This is an optimization exercise on Yosys and OpenROAD, whose aim is small area and a short achievable clock period, not a production implementation.
At most, simulation tests tie the RTL to the original design; equivalence was not proved.
Function not checked in run 2: the RTL went through the layout flow alone.
Power is estimated from default activity; no workload was simulated.

==> design.v <==
package dmem_pkg;
   localparam logic [2:0] F3_B  = 3'b000;
   localparam logic [2:0] F3_H  = 3'b001;
   localparam logic [2:0] F3_W  = 3'b010;
   localparam logic [2:0] F3_BU = 3'b100;
   localparam logic [2:0] F3_HU = 3'b101;
endpackage
import dmem_pkg::*;
module dmem_store_lanes
(
   input  logic        we,
   input  logic [2:0]  funct3,
   input  logic [1:0]  lane,
   input  logic [31:0] wdata,
   output logic [31:0] store_data,
   output logic [3:0]  store_mask,
   output logic        bad
);
   always_comb begin
      store_data = (funct3[1:0] == 2'b00) ? {4{wdata[7:0]}} :
                   (funct3[1:0] == 2'b01) ? {2{wdata[15:0]}} : wdata;
      store_mask = (funct3[1:0] == 2'b00) ? (4'b0001 << lane) :
                   (funct3[1:0] == 2'b01) ? (lane[1] ? 4'b1100 : 4'b0011) : 4'b1111;
      bad        = (we ? (funct3[2] | (funct3[1:0] == 2'b11))
                       : ((funct3[1:0] == 2'b11) | (funct3[2] & funct3[1])))
                 | ((funct3[1:0] == 2'b01) & lane[0])
                 | ((funct3[1:0] == 2'b10) & (lane != 2'b00));
   end
endmodule
module dmem_load_lanes
(
   input  logic [2:0]  funct3,
   input  logic [1:0]  lane,
   input  logic [31:0] word,
   output logic [31:0] load_word
);
   logic [7:0]  b;
   logic [15:0] h;
   always_comb begin
      b = lane[1] ? (lane[0] ? word[31:24] : word[23:16])
                  : (lane[0] ? word[15:8]  : word[7:0]);
      h = lane[1] ? word[31:16] : word[15:0];
      load_word  = (funct3 == F3_B)  ? {{24{b[7]}}, b} :
                   (funct3 == F3_H)  ? {{16{h[15]}}, h} :
                   (funct3 == F3_BU) ? {24'b0, b} :
                   (funct3 == F3_HU) ? {16'b0, h} : word;
   end
endmodule
import dmem_pkg::*;
module dmem_responder
#(
   parameter int ADDR_W      = 32,
   parameter int DEPTH_WORDS = 64,
   parameter int WAIT_CYCLES = 2
) (
   input  logic              clk,
   input  logic              reset,
   input  logic              req_valid,
   output logic              req_ready,
   input  logic              req_we,
   input  logic [ADDR_W-1:0] req_addr,
   input  logic [31:0]       req_wdata,
   input  logic [2:0]        req_funct3,
   output logic              rsp_valid,
   input  logic              rsp_ready,
   output logic [31:0]       rsp_rdata,
   output logic              rsp_err
);
   localparam int NR = 22;                
   logic s1, s2, s3;                      
   always_ff @(posedge clk or negedge reset) begin
      if (!reset) begin
         req_ready <= 1'b0;
         s1        <= 1'b0;
         s2        <= 1'b0;
         s3        <= 1'b0;
         rsp_valid <= 1'b0;
      end else begin
         req_ready <= req_ready ? !req_valid : (rsp_valid ? rsp_ready : !(s1 | s2 | s3));
         s1        <= req_ready & req_valid;
         s2        <= s1;
         s3        <= s2;
         rsp_valid <= s3 | (rsp_valid & !rsp_ready);
      end
   end
   logic [1:0] rot, rot_n;
   assign rot_n = (rot == 2'd2) ? 2'd0 : rot + 2'd1;
   always_ff @(posedge clk)
      rot <= rot_n;
   logic [5:0]  q_w;
   logic [1:0]  q_slot;
   logic        q_lone;
   logic [2:0]  q_pos;                    
   logic [31:0] q_data;
   logic [3:0]  q_mask;
   logic        q_bad;
   always_comb begin
      q_w    = req_addr[7:2];
      q_lone = (q_w == 6'd63);
      q_slot = (q_w[1:0] != 2'b11) ? q_w[1:0] : 2'(q_w[5:2] % 4'd3);
      case ((3'(q_slot) + 3'(rot_n)) % 3'd3)
         3'd0:    q_pos = 3'b001;
         3'd1:    q_pos = 3'b010;
         default: q_pos = 3'b100;
      endcase
   end
   dmem_store_lanes u_store (
      .we         (req_we),
      .funct3     (req_funct3),
      .lane       (req_addr[1:0]),
      .wdata      (req_wdata),
      .store_data (q_data),
      .store_mask (q_mask),
      .bad        (q_bad)
   );
   logic        a_we, a_err, a_lone;
   logic [5:0]  a_w;
   logic [1:0]  a_lane;
   logic [2:0]  a_f3, a_pos;
   logic [31:0] a_data;
   logic [3:0]  a_mask;
   always_ff @(posedge clk) begin
      if (req_ready) begin
         a_we   <= req_we;
         a_err  <= q_bad | (|req_addr[ADDR_W-1:8]);
         a_w    <= q_w;
         a_lone <= q_lone;
         a_lane <= req_addr[1:0];
         a_f3   <= req_funct3;
         a_data <= q_data;
         a_mask <= q_mask;
      end
      a_pos <= req_ready ? q_pos : {a_pos[1:0], a_pos[2]};
   end
   logic [NR-1:0] rsel;
   always_comb begin
      for (int r = 0; r < 16; r++)
         rsel[r] = (a_w[1:0] != 2'b11) && (a_w[5:2] == 4'(r));
      for (int r = 16; r < NR; r++)
         rsel[r] = (a_w[1:0] == 2'b11) && (int'(a_w[5:2]) / 3 == r - 16);
   end
   logic at0, at2;
   assign at0 = a_lone | a_pos[0];
   assign at2 = !a_lone & a_pos[2];
   logic pend, wr_go, land;
   assign wr_go = (s3 & a_we & !a_err) | pend;
   assign land  = at2 | a_lone;
   always_ff @(posedge clk)
      pend <= wr_go & !land;
   logic [NR*32-1:0] tap0, tap2;
   for (genvar r = 0; r < NR - 1; r++) begin : g_ring
      logic [31:0] p0, p1, p2;
      logic        we_r;
      assign we_r = wr_go & at2 & rsel[r];
      always_ff @(posedge clk) begin
         p1 <= p0;
         p2 <= p1;
         for (int b = 0; b < 4; b++)
            p0[8*b +: 8] <= (we_r & a_mask[b]) ? a_data[8*b +: 8] : p2[8*b +: 8];
      end
      assign tap0[32*r +: 32] = p0;
      assign tap2[32*r +: 32] = p2;
   end
   if (1) begin : g_lone
      logic [31:0] p0;
      logic        we_r;
      assign we_r = wr_go & a_lone;
      always_ff @(posedge clk)
         for (int b = 0; b < 4; b++)
            if (we_r & a_mask[b]) p0[8*b +: 8] <= a_data[8*b +: 8];
      assign tap0[32*(NR-1) +: 32] = p0;
      assign tap2[32*(NR-1) +: 32] = p0;
   end
   logic [31:0] rd;
   always_comb begin
      rd = '0;
      for (int r = 0; r < NR; r++)
         rd = rd | ({32{rsel[r] & !at2}} & tap0[32*r +: 32])
                 | ({32{rsel[r] &  at2}} & tap2[32*r +: 32]);
   end
   logic [31:0] load_word;
   dmem_load_lanes u_load (
      .funct3    (a_f3),
      .lane      (a_lane),
      .word      (rsp_rdata),
      .load_word (load_word)
   );
   logic cap;
   assign cap = (s1 & (at0 | at2)) | (s2 & at2);
   always_ff @(posedge clk) begin
      if (s3) begin
         rsp_rdata <= (a_err | a_we) ? 32'h0 : load_word;
         rsp_err   <= a_err;
      end else if (cap) begin
         rsp_rdata <= rd;
      end
   end
endmodule
==> run.sh <==
#!/bin/bash
# synth_recipe.tcl (not shown) runs the flow's synth.tcl, then flattens the netlist and writes it again
# the make line also repeats each setting of config.mk as NAME=value (left out here)
make -C /OpenROAD-flow-scripts/flow DESIGN_CONFIG=/design/flow/config.mk WORK_HOME=/design/flow/orfs CLKGATE_MAP_FILE= SYNTH_SCRIPT=/design/flow/synth_recipe.tcl finish
==> config.mk <==
export PLATFORM = sky130hd
export DESIGN_NAME = dmem_responder
export DESIGN_NICKNAME = dmem_responder
export VERILOG_FILES = /design/flow/design.v
export SDC_FILE = /design/flow/constraint.sdc
export NUM_CORES = 4
export LEC_CHECK = 0
export CAP_MARGIN = 20
export CORE_MARGIN = 2
export CORE_UTILIZATION = 40
export SETUP_SLACK_MARGIN = 0.5
export SLEW_MARGIN = 20
==> constraint.sdc <==
create_clock -name core_clock -period 6.0 [get_ports {clk}]
set_input_delay 1.2000 -clock core_clock [delete_from_list [all_inputs] [get_ports {clk}]]
set_output_delay 1.2000 -clock core_clock [all_outputs]
set_load 0.01 [all_outputs]
==> results of run 1 <==
## report_power, final
part,switching [W],internal [W],leakage (nW)
registers,0.000948,0.0147,17.4
clock network,0.00553,0.00744,3.37
logic,0.00288,0.000832,7.78
total,0.00935,0.0229,28.6
## cell usage after synthesis, types with 41 or more instances
| cell | number |
|---|---|
| a21oi_1 | 110 |
| a221oi_1 | 65 |
| a222oi_1 | 53 |
| a22o_1 | 75 |
| a22oi_1 | 258 |
| buf_2 | 83 |
| clkbuf_1 | 138 |
| dfxtp_1 | 2022 |
| edfxtp_1 | 115 |
| mux2_2 | 699 |
| mux2i_1 | 65 |
| nand2_1 | 216 |
| nand3_1 | 62 |
| nand4_1 | 44 |
| nor2_1 | 57 |
| nor2_2 | 56 |
| nor3_1 | 41 |
| o21ai_0 | 58 |
## cells by family after synthesis
logic type | count (synthesis) | share of synthesized area
DFF | 2142 | 0.691
AOI/OAI and AO/OA | 812 | 0.0949
muxes | 779 | 0.138
and+or+nand+nor | 644 | 0.0545
buffers and inverters | 278 | 0.0197
adders and majority gates | 11 | 0.00224
xor gates and xnor gates | 1 | 0.000137
## final cells by class
| type | count | area share |
|---|---|---|
| sequential | 2142 | 0.589 |
| multi-input combinational | 2247 | 0.252 |
| clock buffer | 302 | 0.0813 |
| tap | 2072 | 0.0347 |
| timing repair buffer | 280 | 0.0328 |
| clock inverter | 74 | 0.00923 |
| inverter | 18 | 0.000903 |
| antenna | 4 | 0.000134 |
## sequential cells by signal (all words and copies together) (netlist names)
| name | flops |
|---|---|
| g_ring.p0 | 672 |
| g_ring.p1 | 672 |
| g_ring.p2 | 672 |
| a_data | 32 |
| g_lone.p0 | 32 |
| rsp_rdata | 32 |
| a_w | 6 |
| a_mask | 4 |
| a_f3 | 3 |
| a_pos | 3 |
| a_lane | 2 |
| rot | 2 |
| a_err | 1 |
| a_lone | 1 |
| a_we | 1 |
| pend | 1 |
| req_ready | 1 |
| rsp_err | 1 |
| rsp_valid | 1 |
| s1 | 1 |
| s2 | 1 |
| s3 | 1 |
## worst reg2reg max path, stage by stage (launching register included)
cell and delay (ns):
edfxtp_1 0.51, nand2b_1 0.58, inv_1 0.28, ha_1 0.23, inv_1 0.07, ha_1 0.27, nor3b_1 0.27, o211ai_1 0.32
nand2_1 0.63, buf_4 0.45, a21oi_1 0.07, or3_1 0.37, nor4_1 0.70, o21ai_0 0.18
## metrics by stage
step / total power, W / hold slack [ns]
final: 0.0323 / 0.310
after global routing: 0.0328 / 0.314
after CTS: 0.0321 / 0.315
after detailed placement: 0.0194 / 0.312
after global placement: 0.0194 / 0.309
after floorplan: 0.0168 / 0.310
## metal layers
metal  vias up  global-route usage
li1      17600                   -
met1     21200               0.387
met2      2543               0.418
met3       578              0.0917
met4        12               0.133
met5         -                   0
## worst paths after layout
kind	startpoint	end	slack (ns)	depth (start not counted)
max	a_w[5]	rsp_rdata[10]	0.81	13
min	g_ring[4].p1[23]	g_ring[4].p2[23]	0.31	0
max reg2reg	a_w[5]	rsp_rdata[10]	0.81	13
min reg2reg	g_ring[4].p1[23]	g_ring[4].p2[23]	0.31	0
max in group asynchronous	reset	req_ready	5.16	1
min in group asynchronous	reset	s3	0.62	1
==> out/metrics.yaml, run 1 <==
yosys:
  synth_top_area_share: 0.635
  synth.distinct_cells: 88
  synth_nets: 4749
  netlist_area_um2: 63800
  synth_edf_count: 115
  yosys-top-cells-area: "dfxtp_1 63%, mux2_2 12%, edfxtp_1 5.4%"
  yosysSeqAreaShare: 0.691
  ys.flop_type: "dfxtp_1"
  yosys_register_bits: 2142
  syn_inst: 4667
  synth.avg_cell_area_um2: 13.7
  yosysWarnings: 3
  synth_top_area_cell: "dfxtp_1"
  synthArstFlopShare: 0.00233
die:
  core_area_um2: 158000
  die_x_um: 403
  ios: 107
  die_h_um: 403
  initial_utilization: 0.403
  rows: 146
  fp.dieArea_um2: 163000
timing:
  slew-limit-headroom: 0.196
  finalHoldViolCount: 0
  fin_crit_ns: 5.19
  worst_pin_slew_ns: 1.20
  worst_slack_ns: 0.806
  fmax_mhz: 193
  rsz0062_at_grt: "no"
  fin_crit_sh: 0.866
  tns_ns: 0
  drv_slew: 0
  clock-skew-final_ns: 0.0309
  setup_viol: 0
final_layout:
  final.fill_count: 13900
  drive_gt1_frac: 0.266
  seq_area_um2: 44100
  final_common_cell: "dfxtp_1"
  post-route-util: 0.472
  final_cell_mix: "2022 x dfxtp_1, 699 x mux2_2, 258 x a22oi_1, 215 x nand2_1, 211 x clkbuf_16"
  multiInputGateArea_um2: 18900
  stdcell_count: 7139
  areaGrowthSynthToFinish_pct: 17.3
  nNetsFinal: 4972
  fin_area_um2: 74800
grt:
  antenna_found_initial: 12
  grt_pass1_wl_um: 328000
  track_usage: 0.287
  gr-total-overflow: 0
  first_global_vias: 41000
  grt_max_degree: 63
setup_path:
  critPathBufInv: 3
  arrival_ns: 5.74
  crit_chain: "nand2b_1 > inv_1 > ha_1 > inv_1 > ha_1 > nor3b_1 > o211ai_1 > nand2_1 > buf_4 > a21oi_1 > or3_1 > nor4_1 > o21ai_0"
  crit_family: "simple AND/OR/NAND/NOR gates"
  crit_path_top_delay_cell: "nor4_1"
  cp.required_ns: 6.55
  worstSetupEndpointType: "flop"
  startpoint_type: "flop"
  path_class: "reg -> reg"
  crit_fanout: 10
  slowest_delay_ns: 0.70
cts:
  cts_tree: "done"
  cts_buffers: 201
  root_buffer: "clkbuf_16"
  post_cts_resized: 0
  numClockSinks: 2142
  h-tree-depth: 4
  clock_path_buffers: 3
  cts_hold_buf: 0
  clkLatencyLatePin_ns: 0.83
  cts_setup_buffers: 0
  clkTransAtPathRegs_ns: 0.06
place:
  portBuffers: 106
  place.gp.congestion: 0.949
  placed_cell_area_um2: 68000
  pre_cts_ws_ns: 0.647
  placed_cells: 6759
  dp_hpwl_um: 158000
detailed_routing:
  routed_wl_um: 239000
  postRouteAntennaNets: 0
  detailroute.via_count: 41900
  drt_iter0_drc: 5662
  wl_met1_um: 98300
  route.detailed.drc: 0
  met2_length_um: 100000
  vias_per_cell: 5.87
  met3_length_um: 28200
  routedWlPerCell_um: 33.5
  routed.top_layer: "met5"
  drt_pre_antenna_iters: 8
pwr:
  p_leak_nw: 28.6
  power_density_nw_per_um2: 432
  ir_worst_vdd_uv: 370
worst_hold_path:
  hold_class: "reg -> reg"
run:
  cap_violations: 0
status:
  outcome: "finished clean"
==> run 2: changes to the inputs <==
--- a/design.v
+++ b/design.v
@@ -92,15 +92,34 @@
    logic        q_lone;
    logic [2:0]  q_pos;                    
+   logic [NR-1:0] q_rsel;                
    logic [31:0] q_data;
    logic [3:0]  q_mask;
-   logic        q_bad;
+   logic        q_bad, q_err;
    always_comb begin
       q_w    = req_addr[7:2];
       q_lone = (q_w == 6'd63);
-      q_slot = (q_w[1:0] != 2'b11) ? q_w[1:0] : 2'(q_w[5:2] % 4'd3);
-      case ((3'(q_slot) + 3'(rot_n)) % 3'd3)
-         3'd0:    q_pos = 3'b001;
-         3'd1:    q_pos = 3'b010;
-         default: q_pos = 3'b100;
+      q_rsel = '0;
+      if (q_w[1:0] != 2'b11) begin
+         q_slot = q_w[1:0];
+         q_rsel[q_w[5:2]] = 1'b1;
+      end else begin
+         case (q_w[5:2])
+            4'd0, 4'd3, 4'd6, 4'd9, 4'd12: q_slot = 2'd0;
+            4'd1, 4'd4, 4'd7, 4'd10, 4'd13: q_slot = 2'd1;
+            default:                        q_slot = 2'd2;
+         endcase
+         case (q_w[5:2])
+            4'd0, 4'd1, 4'd2:    q_rsel[16] = 1'b1;
+            4'd3, 4'd4, 4'd5:    q_rsel[17] = 1'b1;
+            4'd6, 4'd7, 4'd8:    q_rsel[18] = 1'b1;
+            4'd9, 4'd10, 4'd11:  q_rsel[19] = 1'b1;
+            4'd12, 4'd13, 4'd14: q_rsel[20] = 1'b1;
+            default:             q_rsel[21] = 1'b1;
+         endcase
+      end
+      case ({q_slot, rot})
+         4'b00_10, 4'b01_01, 4'b10_00: q_pos = 3'b001;
+         4'b00_00, 4'b01_10, 4'b10_01: q_pos = 3'b010;
+         default:                      q_pos = 3'b100;
       endcase
    end
@@ -114,6 +133,7 @@
       .bad        (q_bad)
    );
-   logic        a_we, a_err, a_lone;
-   logic [5:0]  a_w;
+   assign q_err = q_bad | (|req_addr[ADDR_W-1:8]);
+   logic        a_we, a_st, a_err, a_lone;
+   logic [NR-1:0] rsel;
    logic [1:0]  a_lane;
    logic [2:0]  a_f3, a_pos;
@@ -123,6 +143,7 @@
       if (req_ready) begin
          a_we   <= req_we;
-         a_err  <= q_bad | (|req_addr[ADDR_W-1:8]);
-         a_w    <= q_w;
+         a_err  <= q_err;
+         a_st   <= req_we & !q_err;
+         rsel   <= q_rsel;
          a_lone <= q_lone;
          a_lane <= req_addr[1:0];
@@ -133,16 +154,9 @@
       a_pos <= req_ready ? q_pos : {a_pos[1:0], a_pos[2]};
    end
-   logic [NR-1:0] rsel;
-   always_comb begin
-      for (int r = 0; r < 16; r++)
-         rsel[r] = (a_w[1:0] != 2'b11) && (a_w[5:2] == 4'(r));
-      for (int r = 16; r < NR; r++)
-         rsel[r] = (a_w[1:0] == 2'b11) && (int'(a_w[5:2]) / 3 == r - 16);
-   end
    logic at0, at2;
    assign at0 = a_lone | a_pos[0];
    assign at2 = !a_lone & a_pos[2];
    logic pend, wr_go, land;
-   assign wr_go = (s3 & a_we & !a_err) | pend;
+   assign wr_go = (s3 & a_st) | pend;
    assign land  = at2 | a_lone;
    always_ff @(posedge clk)
--- a/config.mk
+++ b/config.mk
@@ -8,5 +8,5 @@
 export CAP_MARGIN = 20
 export CORE_MARGIN = 2
-export CORE_UTILIZATION = 40
-export SETUP_SLACK_MARGIN = 0.5
+export CORE_UTILIZATION = 60
+export SETUP_SLACK_MARGIN = 3.3
 export SLEW_MARGIN = 20
==> out/metrics.yaml, run 2 <==
yosys:
  yosys_register_bits: 2159
  yosys-top-cells-area: "dfxtp_1 64%, mux2_2 13%, edfxtp_1 6.3%"
  synth_nets: 4591
  ys.flop_type: "dfxtp_1"
  synth_edf_count: 132
  syn_inst: 4507
  synthArstFlopShare: 0.00232
  synth_top_area_cell: "dfxtp_1"
  ys_top_cells_by_count: "2022 x dfxtp_1, 706 x mux2_2, 263 x a22oi_1, 170 x nand3_1, 168 x a221oi_1"
  synth_top_area_share: 0.642
  netlist_area_um2: 63000
  synth.most_common_cell: "dfxtp_1"
  synth.distinct_cells: 56
  synth.avg_cell_area_um2: 14.0
  yosysSeqAreaShare: 0.707
  yosysWarnings: 3
setup_path:
  reg2reg_to: "g_ring[0].p0[8]"
  path_class: "reg -> reg"
  cp.required_ns: 6.68
  worstSetupEndpointType: "flop"
  rr_startpoint: "s3"
  rr_worst_depth: 6
  crit_path_top_delay_cell: "nand3_2"
  startpoint_type: "flop"
  rrSetupSlack_ns: 3.11
  crit_top_cell: "buf_4"
  crit_fanout: 28
  arrival_ns: 3.57
  startpoint: "s3"
  crit_chain: "buf_4 > a21oi_1 > nor2b_2 > buf_4 > nand3_2 > mux2_2"
  slowest_delay_ns: 0.54
worst_hold_path:
  min_to: "g_ring[15].p2[30]"
  min_path_cells: 0
  worstHoldStart: "g_ring[15].p1[30]"
  hold_class: "reg -> reg"
cts:
  numClockSinks: 2159
  clkLatencyLatePin_ns: 0.80
  clkTransAtPathRegs_ns: 0.07
  h-tree-depth: 4
  root_buffer: "clkbuf_16"
  cts_tree: "done"
  cts_buffers: 197
  clock_path_buffers: 3
timing:
  finalHoldViolCount: 0
  slew-limit-headroom: 0.209
  fmax_mhz: 346
  clock-skew-final_ns: 0.0280
  drv_slew: 0
  setup_viol: 0
  fin_crit_ns: 2.89
  worst_pin_slew_ns: 1.19
  rsz0062_at_grt: "yes"
  tns_ns: 0
  fin_crit_sh: 0.482
die:
  rows: 118
  die_x_um: 328
  die_h_um: 328
  fp.dieArea_um2: 108000
  initial_utilization: 0.607
  core_area_um2: 104000
  ios: 107
place:
  place.gp.congestion: 0.834
  portBuffers: 106
  placed_cell_area_um2: 65300
  dp_hpwl_um: 105000
grt:
  first_global_vias: 38700
  antenna_found_initial: 7
  grt_pass1_wl_um: 271000
  grt_max_degree: 69
  track_usage: 0.349
  gr-total-overflow: 0
detailed_routing:
  postRouteAntennaNets: 0
  vias_per_cell: 6.30
  routedWlPerCell_um: 30.4
  drt_pre_antenna_iters: 6
  detailroute.via_count: 39000
  drt_iter0_drc: 4478
  routed_wl_um: 189000
  route.detailed.drc: 0
final_layout:
  nNetsFinal: 4736
  drive_gt1_frac: 0.273
  final_cell_mix: "2021 x dfxtp_1, 706 x mux2_2, 262 x a22oi_1, 212 x clkbuf_16, 163 x a221oi_1"
  areaGrowthSynthToFinish_pct: 16.5
  fin_area_um2: 73400
  final_common_cell: "dfxtp_1"
  reg_top3: "g_ring.p0 (672), g_ring.p1 (672), g_ring.p2 (672)"
status:
  outcome: "finished clean"
run:
  cap_violations: 0
pwr:
  p_leak_nw: 29.1
  ir_worst_vdd_uv: 792
  power_density_nw_per_um2: 624
-- run 2: worst max path at each step --
| stage | end | slack [ns] | cells past startpoint |
|---|---|---|---|
| floorplan | a_pos[1] | 3.39 | 7 |
| global placement | rsp_rdata[9] | 1.98 | 7 |
| detailed placement | rsp_rdata[9] | 2.21 | 7 |
| CTS | g_ring[9].p0[13] | 3.02 | 6 |
| global route | g_ring[0].p0[13] | 3.07 | 6 |
| finish | g_ring[0].p0[8] | 3.11 | 6 |
-- run 2: critical path: cells and delay by family (launching register included) --
family | cells | cell delay, ns
compound gates | 1 | 0.28
buf+inv | 2 | 0.74
flops | 1 | 0.38
mux | 1 | 0.49
simple gates | 2 | 0.88
-- run 2: area by class of cell --
| type | instances | area [µm²] |
|---|---|---|
| diodes | 2 | 5.00 |
| multi-input cells | 2053 | 18100 |
| fillers | 7184 | 30400 |
| well taps | 1380 | 1730 |
| repair buffers | 227 | 2340 |
| flip-flops and latches | 2159 | 44600 |
| clock buffers | 311 | 6200 |
| clock inverters | 50 | 397 |
| inverters | 14 | 52.6 |
-- run 2: per-layer routing --
metal  global-route usage  routed length [µm]  vias up
li1                     -                   -    17000
met1                0.507               82600    19800
met2                0.529               82700     1928
met3               0.0719               18300      326
met4                0.104                5030        0
met5                    0                   0        -
-- run 2: kinds of logic (layout without fill, tap and decap cells) --
kind of cell               Yosys count  count (layout)  synth area share
AOI/OAI and AO/OA                  824             824            0.0998
xor gates and xnor gates             3               3          0.000417
adders and majority gates           12              12           0.00238
buffers and inverters              296             602            0.0198
DFF                               2159            2159             0.707
muxes                              729             729             0.131
other                                0               2                 0
and+or+nand+nor                    484             485            0.0394
-- run 2: through the flow --
step	std cells	total power, W	setup WS [ns]	util	hold WS [ns]
final	6196	0.0458	3.11	0.707	0.317
after global routing	6194	0.0474	3.07	0.707	0.324
after CTS	6185	0.0453	3.02	0.701	0.319
after detailed placement	5770	0.0320	2.21	0.629	0.312
after global placement	5767	0.0318	1.98	0.629	0.309
after floorplan	4507	0.0275	3.39	-	0.310
-- run 2: what timing repair did --
action,CTS,global route
buffers inserted,50,7
gates resized for setup,225,103
hold buffers,0,0
endpoints found under the hold margin,0,0
pin swaps,3,5
cloned,4,2
setup endpoints to repair,747,524
-- run 2: report_power, final --
part           internal, W  total (W)  switching, W
clock              0.00728     0.0126       0.00532
combinational      0.00398     0.0101       0.00612
sequential          0.0201     0.0231       0.00303
total               0.0314     0.0458        0.0145

-- separate check: timing with driven ports --
Ports are ideal in the flow. The routed layouts listed here were re-timed in OpenROAD. Step 1 assumes that a clkbuf_16 drives the clock port and a buf_2 every other input. Step 2 also shifts input and output timing later by t, the mid clock arrival at the registers, as if the neighbouring blocks saw the same clock. Three values: ideal ports, drivers, drivers and shift; two values: the first two.
run	shift t [ns]	setup WS [ns]	hold WS [ns]	clock arrival spread, ns	pins driven straight from the clock port
run 1	0.898	0.806 / 0.806 / 0.620	0.310 / 0.310 / 0.310	0.031 / 0.032	1
run 2	0.865	3.106 / 3.047 / 2.689	0.317 / 0.317 / 0.317	0.029 / 0.028	1
After both steps every run listed still meets setup and hold. The setup slack of run 2, which loses most, moves by -0.059 ns with the drivers and by -0.417 ns with both steps.
